This design comes from an exercise in tuning for small area, a short achievable clock period and few clock cycles per item on the open sky130 flow, not from production work.
The RTL was checked by simulation tests, not by an equivalence proof against the original design.

## lfo_wave_generator
module lfo_wave_generator #(
  parameter int MAX_PERIOD = lfo_pkg::MaxPeriodDef,
  parameter int LEVEL_BITS = lfo_pkg::LevelBitsDef
) (
  input  logic                        clk_i,
  input  logic                        rst_ni,
  input  logic                        cfg_we_i,
  input  logic [0:0]                  cfg_idx_i,
  input  logic [12:0]                 cfg_data_i,
  input  logic                        in_valid_i,
  output logic                        in_ready_o,
  input  logic                        restart_i,
  output logic                        out_valid_o,
  input  logic                        out_ready_i,
  output logic [LEVEL_BITS-1:0]       level_o,
  output logic [$clog2(MAX_PERIOD)-1:0] position_o
);
  localparam logic [30:0] One = lfo_pkg::One;
  logic        wave_q;
  logic [12:0] per_q;
  logic [12:0] per_wr;
  always_comb begin
    if (cfg_data_i == 13'd0) per_wr = 13'd1;
    else if (cfg_data_i > 13'd4096) per_wr = 13'd4096;
    else per_wr = cfg_data_i;
  end
  always_ff @(posedge clk_i or negedge rst_ni) begin
    if (!rst_ni) begin
      wave_q <= 1'b0;
      per_q  <= lfo_pkg::PeriodRst;
    end else if (cfg_we_i) begin
      if (cfg_idx_i == 1'b0) wave_q <= cfg_data_i[0];
      else per_q <= per_wr;
    end
  end
  logic [11:0] pos_q;
  logic        dirty_q;           
  logic        take;
  logic        pos_ge;
  logic [12:0] pos_p1;
  logic [11:0] nx_pos, nx_zero, tick_i;
  logic        rs_eff;
  assign pos_ge  = {1'b0, pos_q} >= per_q;
  assign pos_p1  = {1'b0, pos_q} + 13'd1;
  assign nx_pos  = (pos_p1 >= per_q) ? 12'd0 : pos_p1[11:0];
  assign nx_zero = (per_q == 13'd1) ? 12'd0 : 12'd1;
  assign rs_eff  = restart_i | pos_ge;
  assign tick_i  = rs_eff ? 12'd0 : pos_q;
  logic        tv_q, sv_q;
  logic [11:0] si_q;
  logic [11:0] ti_q;
  logic        launch, wsel, wlaunch, start, t_go, adv;
  assign in_ready_o = !sv_q & !(dirty_q & tv_q);
  assign take       = in_valid_i & in_ready_o;
  always_ff @(posedge clk_i or negedge rst_ni) begin
    if (!rst_ni) begin
      pos_q   <= '0;
  ...
Size in the first run: roughly 8,000 cells after synthesis, about 620 flip-flops.
clock: 11.0 ns
lec_check: 0
cap_margin: 20
core_margin: 2
core_utilization: 40
setup_slack_margin: 5
slew_margin: 20
run.sh (not shown) runs the stock make flow with config.mk's settings and CLKGATE_MAP_FILE= SYNTH_SCRIPT=/design/flow/synth_recipe.tcl, a recipe that flattens the netlist after the stock synthesis.
Testbench counts at the start, summed over its fixed seeds: cycles 2,901, items 1,818.
==> next run, changes <==
--- a/flow/design.v
+++ b/flow/design.v
@@ -1464,39 +1464,39 @@
   logic        md_q;              
   logic [12:0] den_q;             
   logic [14:0] den3_q;
   logic        div_busy_q;
   logic [2:0]  div_cnt_q;
   logic [11:0] hd;
   assign hd = pd_q[12:1];
-  logic [11:0] ci, ch, hmt;
-  logic [12:0] cp, den0;
-  logic [12:0] dhp;
-  logic        ige;
+  logic [11:0] src_i, ci, ht, hmt;
+  logic [12:0] src_p, cp, den0;
+  logic        src_w;
   logic [11:0] remA0, remB0;
   logic [31:0] numA0, numB0;
   always_comb begin
-    cp   = wsel ? cfg_data_i : per_q;
-    ch   = cp[12:1];
-    ige  = {1'b0, pos_q} >= cp;
-    ci   = ige ? 12'd0 : pos_q;
-    dhp  = {1'b0, ch} - {1'b0, pos_q};
-    hmt  = ige ? ch : (dhp[12] ? 12'(pos_q - ch) : dhp[11:0]);
-    if (!wave_q) begin
+    src_p = per_q;
+    src_w = wsel ? 1'b0 : wave_q;
+    src_i = pos_ge ? 12'd0 : pos_q;
+    cp    = wsel ? cfg_data_i : per_q;
+    ci    = ({1'b0, pos_q} >= cp) ? 12'd0 : pos_q;
+    ht    = src_p[12:1];
+    hmt   = (src_i <= ht) ? ht - src_i : src_i - ht;
+    if (!src_w) begin
       remA0 = ci;
-      numA0 = {20'd0, ch};
+      numA0 = {20'd0, cp[12:1]};
       remB0 = 12'd1;
       numB0 = '0;
       den0  = cp;
     end else begin
       remA0 = {1'b0, hmt[11:1]};
-      numA0 = {hmt[0], 4'd0, ch[11:1], 16'd0};
+      numA0 = {hmt[0], 4'd0, ht[11:1], 16'd0};
       remB0 = 12'd0;
       numB0 = {16'h8000, 16'd0};
-      den0  = {1'b0, ch};
+      den0  = {1'b0, ht};
     end
   end
   logic [11:0] remA1, remB1;
   logic [31:0] numA1, numB1;
   lfo_div u_div_a (.rem_i(rem_q), .num_i(acc_q), .den_i(den_q), .den3_i(den3_q),
                    .rem_o(remA1), .num_o(numA1));
   lfo_div u_div_b (.rem_i(rinc_q), .num_i(inc_q), .den_i(den_q), .den3_i(den3_q),
@@ -1529,17 +1529,17 @@
     sum0   = a_sel + incx;
     sum1   = a_sel + incx + 32'd1;
     acc_n  = cin ? sum1 : sum0;
     if (tri_up) rem_n = bw ? d_sub2[11:0] : d_sub[11:0];
     else rem_n = cy ? d_add[11:0] : s_add[11:0];
   end
   assign launch  = dirty_q & !sv_q & (!tv_q | t_go);
-  assign wsel    = cfg_we_i & cfg_idx_i[0] & !in_valid_i;
-  assign wlaunch = wsel & (cfg_data_i != 13'd0) & (cfg_data_i <= 13'd4096)
-                   & !sv_q & (!tv_q | t_go);
+  assign wsel    = cfg_we_i & cfg_idx_i[0] & !wave_q & !in_valid_i
+                   & (cfg_data_i != 13'd0) & (cfg_data_i <= 13'd4096);
+  assign wlaunch = wsel & !sv_q & (!tv_q | t_go);
   assign start   = launch | wlaunch;
   assign t_go    = tv_q & !div_busy_q & adv;
   always_ff @(posedge clk_i or negedge rst_ni) begin
     if (!rst_ni) begin
       tv_q       <= 1'b0;
       sv_q       <= 1'b0;
       div_busy_q <= 1'b0;
@@ -1549,27 +1549,27 @@
         tv_q <= sv_q | take;
         sv_q <= 1'b0;
       end else if (take) begin
         sv_q <= 1'b1;
       end
       if (start) begin
         div_busy_q <= 1'b1;
-        div_cnt_q  <= wave_q ? 3'd3 : 3'd7;
+        div_cnt_q  <= src_w ? 3'd3 : 3'd7;
       end else if (div_busy_q) begin
         div_cnt_q <= div_cnt_q - 3'd1;
         if (div_cnt_q == 3'd0) div_busy_q <= 1'b0;
       end
     end
   end
   always_ff @(posedge clk_i) begin
     if (!tv_q || t_go) ti_q <= sv_q ? si_q : tick_i;
     else if (take) si_q <= tick_i;
     if (start) begin
-      pd_q   <= cp;
-      md_q   <= wave_q;
+      pd_q   <= src_w ? src_p : cp;
+      md_q   <= src_w;
       den_q  <= den0;
       den3_q <= {2'b0, den0} + {1'b0, den0, 1'b0};
       acc_q  <= numA0;
       rem_q  <= remA0;
       inc_q  <= numB0;
       rinc_q <= remB0;
     end else if (div_busy_q) begin
Die area is about the same.
Setup slack is better by 63 ps.
Synthesized area is about the same.
Via count hardly moves.
Clock skew rises by 6.4 ps.
Wire length falls by about 2.2%.
Synthesized cell count rises by about 0.5%.
Design area falls by about 1.5%.
Core utilization falls by 0.62 points.
Worst hold slack hardly moves.
Testbench counts after the change, summed over its fixed seeds: cycles 2,951, items 1,818.

what the ideal ports hide:
Ports are ideal in the flow. The routed layouts listed here were re-timed in OpenROAD. Step 1 (the two cells are an assumption about what drives the block):
set clk [get_ports {clk_i}]
set_driving_cell -lib_cell sky130_fd_sc_hd__clkbuf_16 $clk
set_driving_cell -lib_cell sky130_fd_sc_hd__buf_2 [delete_from_list [all_inputs] $clk]
Step 2 also shifts input and output timing later by t, the mid clock arrival at the registers, as if the neighbouring blocks saw the same clock. Three values: ideal, step 1, step 2; two values: the first two.
| run | t, ns | setup WS [ns] | hold WS [ns] | worst setup path after step 2 | worst register clock-pin slew, ns |
|---|---|---|---|---|---|
| the first run | 0.797 | 5.124 / 5.124 / 4.436 | 0.419 / 0.419 / 0.419 | input to register | 0.07 / 0.07 |
| the second run | 0.796 | 5.188 / 5.188 / 4.477 | 0.417 / 0.417 / 0.417 | input to register | 0.07 / 0.07 |
After both steps setup and hold are still met in every run listed. For the second run, which loses most, drivers alone change the setup slack by 0.000 ns; drivers and shift together by -0.711 ns.
